From an optimization exercise on the open Yosys and OpenROAD flow, aimed at small area, a short achievable clock period and few clock cycles; shortcuts taken in it are not production practice. Only simulation tests tie the RTL to the original design; equivalence was not proved. Power figures rest on the tool's default switching activity, not on a simulated workload.

## 06-03
==> flow/design.v <==
`timescale 1ns/10ps
module hart #(
    parameter logic [32-1:0] RESET_ADDR = 32'h0000_0000
) (
    input  logic        i_clk,
    input  logic        i_rst_n,
    output logic [31:0] o_imem_raddr,
    input  logic [31:0] i_imem_rdata,
    output logic [31:0] o_dmem_addr,
    output logic        o_dmem_ren,
    output logic        o_dmem_wen,
    output logic [31:0] o_dmem_wdata,
    input  logic [31:0] i_dmem_rdata,
    output logic        o_retire_valid,
    output logic [31:0] o_retire_inst,
    output logic        o_retire_trap,
    output logic        o_retire_halt,
    output logic [4:0]  o_retire_rs1_raddr,
    output logic [4:0]  o_retire_rs2_raddr,
    output logic [31:0] o_retire_rs1_rdata,
    output logic [31:0] o_retire_rs2_rdata,
    output logic [4:0]  o_retire_rd_waddr,
    output logic [31:0] o_retire_rd_wdata,
    output logic [31:0] o_retire_pc,
    output logic [31:0] o_retire_next_pc
);
    logic [31:2] pc;         
    logic [31:2] m_npc;      
    logic [31:2] m_pc;       
    logic        halted;     
    logic        ex_valid;
    logic [31:0] ex_inst;
    logic [31:0] ex_a;       
    logic [31:0] ex_b;       
    logic        ex_use1;
    logic        ex_use2;
    logic        ex_wen;     
    logic        ex_load;
    logic        ex_store;
    logic        ex_ill;
    logic        ex_halt;
    logic        ex_r_add;   
    logic        ex_sll;
    logic        ex_r_sr;    
    logic        ex_sra;
    logic        ex_r_slt;
    logic        ex_r_sltu;
    logic        ex_r_xor;
    logic        ex_r_or;
    logic        ex_r_and;
    logic        ex_sub;     
    logic [31:0] ex_badd;    
    logic        ex_fc_ld, ex_fc_alu;   
    logic        ex_fa_ld, ex_fa_alu;
    logic        ex_fb_ld, ex_fb_alu;
    logic        m_valid;
    logic [31:0] m_inst;
    logic [31:0] m_result;   
    logic [31:0] m_rs1;
    logic [31:0] m_rs2;      
    logic        m_use1;
    logic        m_use2;
    logic        m_wen;
    logic        m_ren;      
    logic        m_wen_st;   
    logic        m_trap;
    logic        m_halt;
    logic        m_rd_ld;    
    logic        m_rd_alu;   
    logic [31:0] regs [1:32-1];
    logic [4:0]  m_rd;
    logic        m_we;
    logic [31:0] m_wdata;
    assign m_rd    = m_inst[11:7];
    assign m_we    = m_valid & m_wen & (m_rd != 5'd0);
    assign m_wdata = m_ren ? i_dmem_rdata : m_result;
    always_ff @(posedge i_clk) begin
        for (int i = 1; i < 32; i++) begin
            if (m_we && m_rd == 5'(i)) regs[i] <= m_wdata;
        end
    end
    assign o_dmem_addr  = m_result;
    assign o_dmem_ren   = m_ren;
    assign o_dmem_wen   = m_wen_st;
    assign o_dmem_wdata = m_rs2;
    assign o_retire_valid     = m_valid;
    assign o_retire_inst      = m_inst;
    assign o_retire_trap      = m_trap;
    assign o_retire_halt      = m_halt;
    assign o_retire_rs1_raddr = m_use1 ? m_inst[19:15] : 5'd0;
    assign o_retire_rs2_raddr = m_use2 ? m_inst[24:20] : 5'd0;
    assign o_retire_rs1_rdata = m_use1 ? m_rs1 : 32'd0;
    assign o_retire_rs2_rdata = m_use2 ? m_rs2 : 32'd0;
    assign o_retire_rd_waddr  = m_wen ? m_rd : 5'd0;
    assign o_retire_rd_wdata  = ({32{m_rd_ld}} & i_dmem_rdata) | ({32{m_rd_alu}} & m_result);
    assign o_retire_pc        = {m_pc, 2'b00};
    assign o_retire_next_pc   = {m_npc, 2'b00};
    logic [31:0] e_a;
    logic [31:0] e_b;
    logic [31:0] e_bx;
    logic [31:0] e_sum;
    logic        e_lt;
    logic        e_ltu;
    logic [31:0] e_sh_in;
    logic [31:0] e_sh_out;
    logic [31:0] e_sh_rev;
    logic        e_fill;
    logic [31:0] e_result;
    logic        e_mis;
    assign e_a = ex_fa_ld ? i_dmem_rdata : ex_fa_alu ? m_result : ex_a;
    assign e_b = ex_fb_ld ? i_dmem_rdata : ex_fb_alu ? m_result : ex_b;
    assign e_bx = ex_fc_ld  ? (i_dmem_rdata ^ {32{ex_sub}}) :
                  ex_fc_alu ? (m_result ^ {32{ex_sub}}) : ex_badd;
    always_comb begin
        logic [31:0] p0, g, p, gn, pn;
        p0 = e_a ^ e_bx;
        g  = e_a & e_bx;
        g[0] = g[0] | (p0[0] & ex_sub);
        p  = p0;
        for (int d = 1; d < 32; d = d * 2) begin
            for (int i = 0; i < 32; i++) begin
                if (i >= d) begin
                    gn[i] = g[i] | (p[i] & g[i - d]);
                    pn[i] = p[i] & p[i - d];
                end else begin
                    gn[i] = g[i];
                    pn[i] = p[i];
                end
            end
            g = gn;
            p = pn;
        end
        e_sum = p0 ^ {g[30:0], ex_sub};
    end
    assign e_lt  = (e_a[31] ^ e_b[31]) ? e_a[31] : e_sum[31];
    assign e_ltu = (e_a[31] ^ e_b[31]) ? e_b[31] : e_sum[31];
    always_comb begin
        for (int i = 0; i < 32; i++) begin
            e_sh_in[i] = ex_sll ? e_a[31 - i] : e_a[i];
        end
    end
    assign e_fill   = ex_sra & e_a[31];
    assign e_sh_out = 32'($signed({e_fill, e_sh_in}) >>> e_b[4:0]);
    always_comb begin
        for (int i = 0; i < 32; i++) e_sh_rev[i] = e_sh_out[31 - i];
    end
    assign e_result = ({32{ex_r_add}} & e_sum) |
                      ({32{ex_sll}}   & e_sh_rev) |
                      ({32{ex_r_sr}}  & e_sh_out) |
                      ({32{ex_r_xor}} & (e_a ^ e_b)) |
                      ({32{ex_r_or}}  & (e_a | e_b)) |
                      ({32{ex_r_and}} & (e_a & e_b)) |
                      {31'b0, (ex_r_slt & e_lt) | (ex_r_sltu & e_ltu)};
    assign e_mis = (ex_load | ex_store) & (e_sum[1:0] != 2'b00);
    always_ff @(posedge i_clk) begin
        m_inst   <= ex_inst;
        m_result <= e_result;
        m_rs1    <= e_a;
        m_rs2    <= e_b;
        m_use1   <= ex_use1;
        m_use2   <= ex_use2;
        m_wen    <= ex_wen & ~e_mis;
        m_trap   <= ex_ill | e_mis;
        m_halt   <= ex_halt;
        m_rd_ld  <= ex_load & ~e_mis;
        m_rd_alu <= ex_wen & ~ex_load;
        ex_fa_ld  <= d_f1 & ex_load & ~e_mis;
        ex_fa_alu <= d_f1 & ex_wen & ~ex_load;
        ex_fb_ld  <= d_f2 & ex_load & ~e_mis;
        ex_fb_alu <= d_f2 & ex_wen & ~ex_load;
        ex_fc_ld  <= d_f2 & is_op & ex_load & ~e_mis;
        ex_fc_alu <= d_f2 & is_op & ex_wen & ~ex_load;
    end
    logic [31:0] inst;
    logic [6:0]  op;
    logic [2:0]  f3;
    logic [6:0]  f7;
    logic        is_lui, is_auipc, is_opimm, is_op, is_load, is_store, is_ebreak;
    logic        legal;
    logic [4:0]  rs1, rs2;
    logic [31:0] rf [32];
    logic [31:0] r1, r2;
    logic [31:0] imm;
    logic        ex_wr;
    logic        d_f1, d_f2;
    logic        d_sub;
    logic [31:0] imm_s;
    assign inst = i_imem_rdata;
    assign op   = inst[6:0];
    assign f3   = inst[14:12];
    assign f7   = inst[31:25];
    assign rs1  = inst[19:15];
    assign rs2  = inst[24:20];
    assign is_lui    = op == 7'b0110111;
    assign is_auipc  = op == 7'b0010111;
    assign is_opimm  = op == 7'b0010011 &&
                       !((f3 == 3'b001 && f7 != 7'b0) ||
                         (f3 == 3'b101 && f7 != 7'b0 && f7 != 7'b0100000));
    assign is_op     = op == 7'b0110011 &&
                       !(f7 != 7'b0 && !(f7 == 7'b0100000 && (f3 == 3'b000 || f3 == 3'b101)));
    assign is_load   = op == 7'b0000011 && f3 == 3'b010;
    assign is_store  = op == 7'b0100011 && f3 == 3'b010;
    assign is_ebreak = inst == 32'h0010_0073;
    assign legal     = is_lui | is_auipc | is_opimm | is_op | is_load | is_store | is_ebreak;
    assign rf[0] = 32'd0;
    for (genvar i = 1; i < 32; i++) begin : g_rf
        assign rf[i] = regs[i];
    end
    assign r1 = (m_we && m_rd == rs1) ? m_wdata : rf[rs1];
    assign r2 = (m_we && m_rd == rs2) ? m_wdata : rf[rs2];
    assign imm_s = {{20{inst[31]}}, inst[31:25], inst[11:7]};
    assign d_sub = (is_opimm | is_op) &&
                   (f3 == 3'b010 || f3 == 3'b011 || (f3 == 3'b000 && is_op && inst[30]));
    assign imm = (is_lui | is_auipc) ? {inst[31:12], 12'b0} : {{20{inst[31]}}, inst[31:20]};
    assign o_imem_raddr = {pc, 2'b00};
    assign ex_wr = ex_valid & ex_wen & (ex_inst[11:7] != 5'd0);
    assign d_f1  = ex_wr & (is_opimm | is_op | is_load | is_store) & (rs1 == ex_inst[11:7]);
    assign d_f2  = ex_wr & (is_op | is_store) & (rs2 == ex_inst[11:7]);
    always_ff @(posedge i_clk) begin
        if (!i_rst_n) begin
            pc       <= RESET_ADDR[31:2];
            halted   <= 1'b0;
            ex_valid <= 1'b0;
            m_valid  <= 1'b0;
            m_ren    <= 1'b0;
            m_wen_st <= 1'b0;
        end else begin
            pc       <= pc + 30'd1;
            halted   <= halted | is_ebreak;
            ex_valid <= ~halted;
            m_valid  <= ex_valid;
            m_ren    <= ex_valid & ex_load & ~e_mis;
            m_wen_st <= ex_valid & ex_store & ~e_mis;
        end
    end
    always_ff @(posedge i_clk) begin
        m_npc <= pc;
        m_pc  <= m_npc;
    end
    always_ff @(posedge i_clk) begin
        ex_inst  <= inst;
        ex_a     <= is_lui ? 32'd0 : is_auipc ? {pc, 2'b00} : r1;
        ex_b     <= (is_op | is_store) ? r2 : imm;
        ex_badd  <= (is_store ? imm_s : is_op ? r2 : imm) ^ {32{d_sub}};
        ex_use1  <= is_opimm | is_op | is_load | is_store;
        ex_use2  <= is_op | is_store;
        ex_wen   <= is_lui | is_auipc | is_opimm | is_op | is_load;
        ex_load  <= is_load;
        ex_store <= is_store;
        ex_ill   <= ~legal;
        ex_halt  <= is_ebreak;
        ex_r_add  <= !(is_opimm | is_op) || f3 == 3'b000;
        ex_sll    <= (is_opimm | is_op) && f3 == 3'b001;
        ex_r_sr   <= (is_opimm | is_op) && f3 == 3'b101;
        ex_sra    <= (is_opimm | is_op) && f3 == 3'b101 && inst[30];
        ex_r_slt  <= (is_opimm | is_op) && f3 == 3'b010;
        ex_r_sltu <= (is_opimm | is_op) && f3 == 3'b011;
        ex_r_xor  <= (is_opimm | is_op) && f3 == 3'b100;
        ex_r_or   <= (is_opimm | is_op) && f3 == 3'b110;
        ex_r_and  <= (is_opimm | is_op) && f3 == 3'b111;
        ex_sub   <= d_sub;
    end
endmodule
clock: 6.0 ns
lec_check: 0
cap_margin: 20
core_margin: 2
core_utilization: 40
cts_buf_list: sky130_fd_sc_hd__clkbuf_16
cts_cluster_diameter: 60
cts_cluster_size: 30
setup_slack_margin: 2.8
slew_margin: 20
standard.sh (not shown) runs the stock make flow with config.mk's settings and CLKGATE_MAP_FILE= SYNTH_SCRIPT=/design/flow/synth_recipe.tcl, a recipe that flattens the netlist after the stock synthesis.
==> flow/flow/run.sh <==
#!/bin/bash
# Layout flow: the standard ORFS flow (standard.sh, unchanged synthesis and
# steps), except that the port buffers buffer_ports inserts at placement are
# sky130_fd_sc_hd__buf_2 cells rather than the library's default choice.
# make's full output goes to flow_make.log; each ORFS step keeps its own log
# under orfs/logs/.
set -euo pipefail
bash standard.sh "BUFFER_PORTS_ARGS=-buffer_cell sky130_fd_sc_hd__buf_2" finish > flow_make.log 2>&1
Testbench counts of 06-03, summed over its fixed seeds: cycles 34,640.
Input-level comparison between 02-08 and 06-03:
diff --git a/flow/design.v b/flow/design.v
--- a/flow/design.v
+++ b/flow/design.v
@@ -47,15 +47,15 @@
     logic        ex_r_sltu;
     logic        ex_r_xor;
     logic        ex_r_or;
     logic        ex_r_and;
     logic        ex_sub;     
     logic [31:0] ex_badd;    
-    logic        ex_fc_ld, ex_fc_alu;   
-    logic        ex_fa_ld, ex_fa_alu;
-    logic        ex_fb_ld, ex_fb_alu;
+    logic        ex_fc_ldp, ex_fc_ldn, ex_fc_alup, ex_fc_alun, ex_fc_no;
+    logic        ex_fa_ld, ex_fa_alu, ex_fa_no;
+    logic        ex_fb_ld, ex_fb_alu, ex_fb_no;
     logic        m_valid;
     logic [31:0] m_inst;
     logic [31:0] m_result;   
     logic [31:0] m_rs1;
     logic [31:0] m_rs2;      
     logic        m_use1;
@@ -104,16 +104,19 @@
     logic [31:0] e_sh_in;
     logic [31:0] e_sh_out;
     logic [31:0] e_sh_rev;
     logic        e_fill;
     logic [31:0] e_result;
     logic        e_mis;
-    assign e_a = ex_fa_ld ? i_dmem_rdata : ex_fa_alu ? m_result : ex_a;
-    assign e_b = ex_fb_ld ? i_dmem_rdata : ex_fb_alu ? m_result : ex_b;
-    assign e_bx = ex_fc_ld  ? (i_dmem_rdata ^ {32{ex_sub}}) :
-                  ex_fc_alu ? (m_result ^ {32{ex_sub}}) : ex_badd;
+    assign e_a = ({32{ex_fa_ld}} & i_dmem_rdata) | ({32{ex_fa_alu}} & m_result) |
+                 ({32{ex_fa_no}} & ex_a);
+    assign e_b = ({32{ex_fb_ld}} & i_dmem_rdata) | ({32{ex_fb_alu}} & m_result) |
+                 ({32{ex_fb_no}} & ex_b);
+    assign e_bx = ({32{ex_fc_ldp}}  &  i_dmem_rdata) | ({32{ex_fc_ldn}}  & ~i_dmem_rdata) |
+                  ({32{ex_fc_alup}} &  m_result)     | ({32{ex_fc_alun}} & ~m_result) |
+                  ({32{ex_fc_no}}   &  ex_badd);
     always_comb begin
         logic [31:0] p0, g, p, gn, pn;
         p0 = e_a ^ e_bx;
         g  = e_a & e_bx;
         g[0] = g[0] | (p0[0] & ex_sub);
         p  = p0;
@@ -161,18 +164,23 @@
         m_use2   <= ex_use2;
         m_wen    <= ex_wen & ~e_mis;
         m_trap   <= ex_ill | e_mis;
         m_halt   <= ex_halt;
         m_rd_ld  <= ex_load & ~e_mis;
         m_rd_alu <= ex_wen & ~ex_load;
-        ex_fa_ld  <= d_f1 & ex_load & ~e_mis;
-        ex_fa_alu <= d_f1 & ex_wen & ~ex_load;
-        ex_fb_ld  <= d_f2 & ex_load & ~e_mis;
-        ex_fb_alu <= d_f2 & ex_wen & ~ex_load;
-        ex_fc_ld  <= d_f2 & is_op & ex_load & ~e_mis;
-        ex_fc_alu <= d_f2 & is_op & ex_wen & ~ex_load;
+        ex_fa_ld   <= d_f1 & ex_load & ~e_mis;
+        ex_fa_alu  <= d_f1 & ~ex_load;
+        ex_fa_no   <= ~(d_f1 & (~ex_load | ~e_mis));
+        ex_fb_ld   <= d_f2 & ex_load & ~e_mis;
+        ex_fb_alu  <= d_f2 & ~ex_load;
+        ex_fb_no   <= ~(d_f2 & (~ex_load | ~e_mis));
+        ex_fc_ldp  <= d_f2 & is_op & ex_load & ~e_mis & ~d_sub;
+        ex_fc_ldn  <= d_f2 & is_op & ex_load & ~e_mis & d_sub;
+        ex_fc_alup <= d_f2 & is_op & ~ex_load & ~d_sub;
+        ex_fc_alun <= d_f2 & is_op & ~ex_load & d_sub;
+        ex_fc_no   <= ~(d_f2 & is_op & (~ex_load | ~e_mis));
     end
     logic [31:0] inst;
     logic [6:0]  op;
     logic [2:0]  f3;
     logic [6:0]  f7;
     logic        is_lui, is_auipc, is_opimm, is_op, is_load, is_store, is_ebreak;
[summary]
Lower clock buffer instance count of the final layout goes to 06-03 over 02-08.
In 02-08, pre-CTS worst setup slack is lower than in 06-03.
In 02-08 the arrival time at the worst endpoint turned out 0.42 ns higher than in 06-03.
Looking at path type of the worst setup path, the reg2reg result is from 06-03; the in2reg one comes from 02-08.
From 06-03 to 02-08 the numbers moved as follows: number of tap cells inserted lost 0.68%; peak ir drop on the vdd network rose by about 10%; maximum number of pins on one net before global-route repair decreased about 4%; post-synthesis area per instance dropped about 1.3%; area added between synthesis and finish increased by 1.2 points relative to the old numbers.
Testbench counts of 02-08, summed over its fixed seeds: cycles 34,640.

## port drivers added, routing unchanged
In the flow no input, the clock included, has a driving cell. The finished layouts below were timed again as built, in two steps. Step 1 assumes that a clkbuf_16 drives the clock port and a buf_2 every other input. Step 2, shift: input delay + t, output delay - t, t = (earliest + latest rising clock arrival at the registers) / 2. This alone moves slack from input paths to output paths. Three values: no drivers, after step 1, after step 2; two values: the first two.
| run | t, ns | slack for setup (ns) | slew at the worst register clock pin (ns) |
|---|---|---|---|
| 06-03 | 0.861 | 2.320 / 2.320 / 1.572 | 0.11 / 0.11 |
| 02-08 | 0.871 | 1.921 / 1.961 / 1.090 | 0.10 / 0.10 |
After both steps every run listed still meets setup and hold. The setup slack of 02-08, which loses most, moves by +0.040 ns with the drivers and by -0.831 ns with both steps.
